This is an optimization exercise on Yosys and OpenROAD, whose aim is small area, not a production implementation.
Function was checked by simulation only, so behaviour that the tests miss may differ from the original.
Power and IR drop assume default switching activity.

## P
## dma_master_top
module dma_master_top (
    input  logic        m_HCLK,
    input  logic        m_HRESETn,
    input  logic        start,
    input  logic [31:0] src_addr,
    input  logic [31:0] dest_addr,
    input  logic [11:0] xfer_bytes,
    input  logic [2:0]  burst_sel,
    input  logic        intr_mask,
    input  logic        intr_clear,
    output logic        busy,
    output logic        dma_intr,
    output logic        hbusreq,
    input  logic        hgrant,
    output logic [1:0]  htrans,
    output logic [2:0]  hburst,
    output logic [2:0]  hsize,
    output logic [31:0] haddr,
    output logic        hwrite,
    output logic [31:0] hwdata,
    input  logic        hready,
    input  logic [31:0] hrdata
);
For scale: about 1100 cells after synthesis, about 610 flip-flops, about 190 I/O pins, about 21000 sq um of cells after synthesis.
==> flow/config.mk <==
export PLATFORM = sky130hd
export DESIGN_NAME = dma_master_top
export DESIGN_NICKNAME = dma_master_top
export VERILOG_FILES = /design/flow/design.v
export SDC_FILE = /design/flow/constraint.sdc
export NUM_CORES = 4
export LEC_CHECK = 0
export CAP_MARGIN = 20
export CORE_MARGIN = 2
export CORE_UTILIZATION = 40
export CTS_CLUSTER_DIAMETER = 100
export CTS_CLUSTER_SIZE = 25
export SLEW_MARGIN = 20
export SYNTH_HIERARCHICAL = 1
export SYNTH_MINIMUM_KEEP_SIZE = 0
==> flow/constraint.sdc <==
create_clock -name core_clock -period 5.0 [get_ports {m_HCLK}]
set_input_delay 1.0000 -clock core_clock [delete_from_list [all_inputs] [get_ports {m_HCLK}]]
set_output_delay 1.0000 -clock core_clock [all_outputs]
set_load 0.01 [all_outputs]
standard.sh (not shown) runs the stock make flow with config.mk's settings and CLKGATE_MAP_FILE= SYNTH_SCRIPT=/design/flow/synth_recipe.tcl, a recipe that flattens the netlist after the stock synthesis.
==> flow/flow/run.sh <==
#!/bin/bash
# The standard layout (standard.sh) with two changes:
#  - the port buffers use the smallest buffer cell, sky130_fd_sc_hd__buf_1;
#  - clock tree synthesis adds no dummy loads (same clustering as config.mk).
set -euo pipefail
export BUFFER_PORTS_ARGS="-buffer_cell sky130_fd_sc_hd__buf_1"
export CTS_ARGS="-sink_clustering_enable -repair_clock_nets -sink_clustering_size 25 -sink_clustering_max_diameter 100 -dont_use_dummy_load"
bash standard.sh finish > standard_flow.log 2>&1
What R does differently from P at the input level:
# P
export LEC_CHECK = 0
export CAP_MARGIN = 20
export CORE_MARGIN = 2
export CORE_UTILIZATION = 40
export CTS_CLUSTER_DIAMETER = 100
export CTS_CLUSTER_SIZE = 25
export SLEW_MARGIN = 20
export SYNTH_HIERARCHICAL = 1
export SYNTH_MINIMUM_KEEP_SIZE = 0
create_clock -name core_clock -period 5.0 [get_ports {m_HCLK}]
# R
export LEC_CHECK = 0
export CAP_MARGIN = 20
export CORE_MARGIN = 2
export CORE_UTILIZATION = 40
export CTS_CLUSTER_DIAMETER = 80
export CTS_CLUSTER_SIZE = 25
export SLEW_MARGIN = 20
export SYNTH_HIERARCHICAL = 1
export SYNTH_MINIMUM_KEEP_SIZE = 0
create_clock -name core_clock -period 5.0 [get_ports {m_HCLK}]
--- a/flow/flow/run.sh
+++ b/flow/flow/run.sh
@@ -5,4 +5,4 @@
 set -euo pipefail
 export BUFFER_PORTS_ARGS="-buffer_cell sky130_fd_sc_hd__buf_1"
-export CTS_ARGS="-sink_clustering_enable -repair_clock_nets -sink_clustering_size 25 -sink_clustering_max_diameter 100 -dont_use_dummy_load"
+export CTS_ARGS="-sink_clustering_enable -repair_clock_nets -sink_clustering_size 25 -sink_clustering_max_diameter 80 -dont_use_dummy_load"
 bash standard.sh finish > standard_flow.log 2>&1
==> run summary <==
R reached the final stage; the timing, design-rule and antenna checks on its layout passed. R vs. P: maximum frequency shows an increase of about 1.4%, total wire length shows an increase of 0.86%. Final hold slack for R is higher than for P. | global-route met1 utilization | P vs R | ≈ equal |. Compared with P, total power in R increased slightly. Met2 usage essentially unchanged between R and P. Higher layout overhead on the synthesized area among R and P: R. Between R and P, the detailed-route via count does not differ in any meaningful way.


before:
The RTL this note starts from:
==> flow/design.v <==
package dma_pkg;
    typedef logic [32-1:0] word_t;
    typedef logic [32-1:0] addr_t;
    typedef logic [5-1:0] beat_t;
    typedef logic [12-3:0]   words_t;   
    typedef enum logic [1:0] {
        IDLE   = 2'b00,
        BUSY   = 2'b01,
        NONSEQ = 2'b10,
        SEQ    = 2'b11
    } htrans_e;
    typedef enum logic [2:0] {
        SINGLE = 3'b000,
        INCR   = 3'b001,
        INCR4  = 3'b011,
        INCR8  = 3'b101,
        INCR16 = 3'b111
    } hburst_e;
    typedef enum logic [2:0] {
        BSEL_SINGLE = 3'd0,
        BSEL_INCR4  = 3'd1,
        BSEL_INCR8  = 3'd2,
        BSEL_INCR16 = 3'd3
    } burst_sel_e;
    typedef enum logic [2:0] {
        SEQ_IDLE,
        SEQ_REQ,
        SEQ_READ,
        SEQ_WRITE,
        SEQ_DONE
    } seq_state_e;
endpackage
`timescale 1ns/10ps
module dma_ao222n (
    input  logic a1, a2, b1, b2, c1, c2,
    output logic y
);
    assign y = !((a1 && a2) || (b1 && b2) || (c1 && c2));
endmodule
module dma_nand2 (
    input  logic a, b,
    output logic y
);
    assign y = !(a && b);
endmodule
module dma_and3n4 (
    input  logic a, b, c, d, e, f,
    output logic y
);
    logic t;
    assign t = a && b && c;
    assign y = !(t && d && e && f);
endmodule
module dma_rmux16 (
    input  logic [15:0] d,
    input  logic [15:0] s,
    output logic        y
);
    logic [5:0] n;
    dma_ao222n u0 (.a1(d[0]),  .a2(s[0]),  .b1(d[1]),  .b2(s[1]),  .c1(d[2]),  .c2(s[2]),  .y(n[0]));
    dma_ao222n u1 (.a1(d[3]),  .a2(s[3]),  .b1(d[4]),  .b2(s[4]),  .c1(d[5]),  .c2(s[5]),  .y(n[1]));
    dma_ao222n u2 (.a1(d[6]),  .a2(s[6]),  .b1(d[7]),  .b2(s[7]),  .c1(d[8]),  .c2(s[8]),  .y(n[2]));
    dma_ao222n u3 (.a1(d[9]),  .a2(s[9]),  .b1(d[10]), .b2(s[10]), .c1(d[11]), .c2(s[11]), .y(n[3]));
    dma_ao222n u4 (.a1(d[12]), .a2(s[12]), .b1(d[13]), .b2(s[13]), .c1(d[14]), .c2(s[14]), .y(n[4]));
    dma_nand2  u5 (.a(d[15]), .b(s[15]), .y(n[5]));
    dma_and3n4 u6 (.a(n[0]), .b(n[1]), .c(n[2]), .d(n[3]), .e(n[4]), .f(n[5]), .y(y));
endmodule
`timescale 1ns/10ps
module dma_master_top (
    input  logic        m_HCLK,
    input  logic        m_HRESETn,
    input  logic        start,
    input  logic [31:0] src_addr,
    input  logic [31:0] dest_addr,
    input  logic [11:0] xfer_bytes,
    input  logic [2:0]  burst_sel,
    input  logic        intr_mask,
    input  logic        intr_clear,
    output logic        busy,
    output logic        dma_intr,
    output logic        hbusreq,
    input  logic        hgrant,
    output logic [1:0]  htrans,
    output logic [2:0]  hburst,
    output logic [2:0]  hsize,
    output logic [31:0] haddr,
    output logic        hwrite,
    output logic [31:0] hwdata,
    input  logic        hready,
    input  logic [31:0] hrdata
);
    localparam logic [2:0] S_IDLE  = 3'b000;
    localparam logic [2:0] S_REQ   = 3'b101;
    localparam logic [2:0] S_READ  = 3'b110;
    localparam logic [2:0] S_WRITE = 3'b111;
    localparam logic [2:0] S_DONE  = 3'b100;
    logic [2:0]  state;
    logic        status;
    logic [9:0]  words_left;
    logic [1:0]  sel_q;       
    logic [4:0]  arem;        
    logic        first;       
    logic [3:0]  ri;          
    logic        dph_valid;
    logic        dph_write;
    logic [31:0] a_q;         
    logic [31:0] b_q;         
    logic        first_rd;    
    logic [31:0] mem [16];
    logic is_write, load, done;
    logic cmd_active, issue, idle_bus, dph_done;
    logic go_read, go_write;
    logic a_end;
    logic [4:0] burst_len;
    logic [3:0] burst_last;
    logic [2:0] burst_code;
    logic [31:0] a_inc;
    assign is_write = (state == S_WRITE);
    assign done     = (state == S_DONE);
    assign busy     = state[2];
    assign hbusreq  = state[1] | state[0];
    assign load     = start && !busy;
    assign dma_intr = status && !intr_mask;
    assign hsize    = 3'b010;
    assign a_end      = (arem == 5'd0);
    assign cmd_active = state[1] && !a_end && hgrant;
    assign issue      = cmd_active && hready;
    assign dph_done   = hready && dph_valid;
    assign idle_bus   = !htrans[1] && !dph_valid;
    always_comb begin
        logic short;
        case (sel_q)
            2'd0: begin burst_len = 5'd1;  burst_last = 4'd0;  burst_code = 3'b000; short = 1'b0; end
            2'd1: begin burst_len = 5'd4;  burst_last = 4'd3;  burst_code = 3'b011; short = (words_left[9:2] == '0); end
            2'd2: begin burst_len = 5'd8;  burst_last = 4'd7;  burst_code = 3'b101; short = (words_left[9:3] == '0); end
            default: begin burst_len = 5'd16; burst_last = 4'd15; burst_code = 3'b111; short = (words_left[9:4] == '0); end
        endcase
        if (short) begin
            burst_len  = {1'b0, words_left[3:0]};
            burst_last = words_left[3:0] - 1'b1;
            burst_code = 3'b001;
        end
    end
    always_comb begin
        go_read  = 1'b0;
        go_write = 1'b0;
        case (state)
            S_REQ:   go_read  = hgrant;
            S_READ:  go_write = a_end && idle_bus;
            S_WRITE: go_read  = a_end && (words_left != '0);
            default: ;
        endcase
    end
    always_ff @(posedge m_HCLK or negedge m_HRESETn) begin
        if (!m_HRESETn) begin
            state     <= S_IDLE;
            status    <= 1'b0;
            htrans    <= 2'b00;
            dph_valid <= 1'b0;
        end else begin
            case (state)
                S_IDLE:  if (start) state <= S_REQ;
                S_REQ:   if (hgrant) state <= S_READ;
                S_READ:  if (go_write) state <= S_WRITE;
                S_WRITE: if (go_read) state <= S_READ;
                         else if (a_end && idle_bus) state <= S_DONE;
                default: state <= S_IDLE;
            endcase
            if (done)
                status <= 1'b1;
            else if (intr_clear)
                status <= 1'b0;
            if (hready) begin
                dph_valid <= htrans[1];
                if (!cmd_active)
                    htrans <= 2'b00;
                else if (first || htrans == 2'b00)
                    htrans <= 2'b10;
                else
                    htrans <= 2'b11;
            end
        end
    end
    always_ff @(posedge m_HCLK) begin
        if (load) begin
            words_left <= xfer_bytes[11:2];
            sel_q      <= {burst_sel[2] | burst_sel[1], burst_sel[2] | burst_sel[0]};
        end else if (issue && is_write) begin
            words_left <= words_left - 1'b1;
        end
        if (go_read || go_write) begin
            arem  <= burst_len;
            first <= 1'b1;
        end else if (issue) begin
            arem  <= arem - 1'b1;
            first <= 1'b0;
        end
        if (go_write)
            ri <= burst_last;
        if (hready) begin
            dph_write <= hwrite;
            hwrite    <= cmd_active && is_write;
            if (cmd_active) begin
                if (first)
                    hburst <= burst_code;
                else if (htrans == 2'b00)
                    hburst <= 3'b001;   
            end
        end
    end
    assign a_inc = {a_q[31:2] + 30'd1, a_q[1:0]};
    assign haddr = a_q;
    always_ff @(posedge m_HCLK) begin
        if (load) begin
            a_q      <= src_addr;
            b_q      <= dest_addr;
            first_rd <= 1'b1;
        end else if (issue) begin
            first_rd <= 1'b0;
            if (!first_rd) begin
                if (first) begin
                    a_q <= b_q;
                    b_q <= a_inc;
                end else begin
                    a_q <= a_inc;
                end
            end
        end
    end
    always_ff @(posedge m_HCLK) begin
        if (dph_done) begin
            mem[0] <= hrdata;
            for (int i = 1; i < 16; i++)
                mem[i] <= mem[i-1];
        end
    end
    logic [15:0] rsel;
    always_comb
        for (int i = 0; i < 16; i++)
            rsel[i] = (ri == 4'(i));
    for (genvar b = 0; b < 32; b++) begin : g_rd
        logic [15:0] col;
        for (genvar i = 0; i < 16; i++) begin : g_col
            assign col[i] = mem[i][b];
        end
        dma_rmux16 u_mux (.d(col), .s(rsel), .y(hwdata[b]));
    end
endmodule
export LEC_CHECK = 0
export CAP_MARGIN = 20
export CORE_MARGIN = 2
export CORE_UTILIZATION = 40
export CTS_CLUSTER_DIAMETER = 80
export CTS_CLUSTER_SIZE = 25
export SLEW_MARGIN = 20
export SYNTH_HIERARCHICAL = 1
export SYNTH_MINIMUM_KEEP_SIZE = 0
create_clock -name core_clock -period 5.0 [get_ports {m_HCLK}]
==> flow/flow/run.sh <==
#!/bin/bash
# The standard layout (standard.sh) with three changes:
#  - the port buffers use the smallest buffer cell, sky130_fd_sc_hd__buf_1;
#  - clock tree synthesis adds no dummy loads (same clustering as config.mk);
#  - after global routing, gates with positive slack are downsized
#    (ORFS RECOVER_POWER).
set -euo pipefail
export BUFFER_PORTS_ARGS="-buffer_cell sky130_fd_sc_hd__buf_1"
export CTS_ARGS="-sink_clustering_enable -repair_clock_nets -sink_clustering_size 25 -sink_clustering_max_diameter 80 -dont_use_dummy_load"
export RECOVER_POWER=100
bash standard.sh finish > standard_flow.log 2>&1
No crash in before: every stage finished, but the layout fails its final checks due to capacitance limit, slew limit.
The following lists how after was set up differently from before:
==> flow/run.sh (new file) <==
#!/bin/bash
# synth_recipe.tcl (not shown) runs the flow's synth.tcl, then flattens the netlist and writes it again
# the make line also repeats each setting of config.mk as NAME=value (left out here)
make -C /OpenROAD-flow-scripts/flow DESIGN_CONFIG=/design/flow/config.mk WORK_HOME=/design/flow/orfs CLKGATE_MAP_FILE= SYNTH_SCRIPT=/design/flow/synth_recipe.tcl finish
removed: flow/flow/run.sh
removed: flow/standard.sh
--- outcome ---
The final reports for after and before show final max-slew violation count lower in the former. Changes observed in after relative to before: post-detailed-routing wire length neither gained nor lost much; initial antenna violation count lost 1; area of all placed cells without fillers picked up an extra about 6%. Relative to before, achievable frequency has increased by about 0.55% in after. On number of detailed-route iterations in the first pass, the higher figure sits with after, not before. On maximum net fanout on the critical path, before and after are basically level. Against before, setup slack in after came out better. after | stages: all done | timing, DRC, antenna: all pass. Per the comparison of after with before, sequential share of layout area shrank by 4.0 points, final critical-path share of the clock period shrank by 0.47 points, synthesized area held steady.

[static timing again, ports no longer ideal]
The results above use ideal ports. As a check the final layouts listed here were re-extracted and re-timed, cells and wires unchanged.
Step 1 assumes that a clkbuf_16 drives the clock port and a buf_2 every other input.
Step 2 adds t to the input delays and takes it off the output delays; t is the mean of the earliest and latest rising clock arrival at the registers after step 1. Input paths then give back, and output paths get back, about the clock's delay inside the block.
Slacks: ideal / step 1 / step 2; pairs: ideal / step 1.
run	t (ns)	setup slack, ns	hold slack, ns	slew at the worst register clock pin (ns)	cell pins on the clock port's net
P	0.624	1.213 / 1.213 / 1.213	0.371 / 0.347 / 0.371	0.10 / 0.10	1
R	0.583	1.266 / 1.266 / 1.266	0.387 / 0.362 / 0.387	0.10 / 0.10	1
before	0.642	0.678 / 0.624 / 0.533	0.357 / 0.340 / 0.361	0.10 / 0.10	1
after	0.679	0.702 / 0.646 / 1.325	0.442 / 0.442 / 0.442	0.10 / 0.10	1
The setup slack of before, which loses most, moves by -0.054 ns with the drivers and by -0.145 ns with both steps.
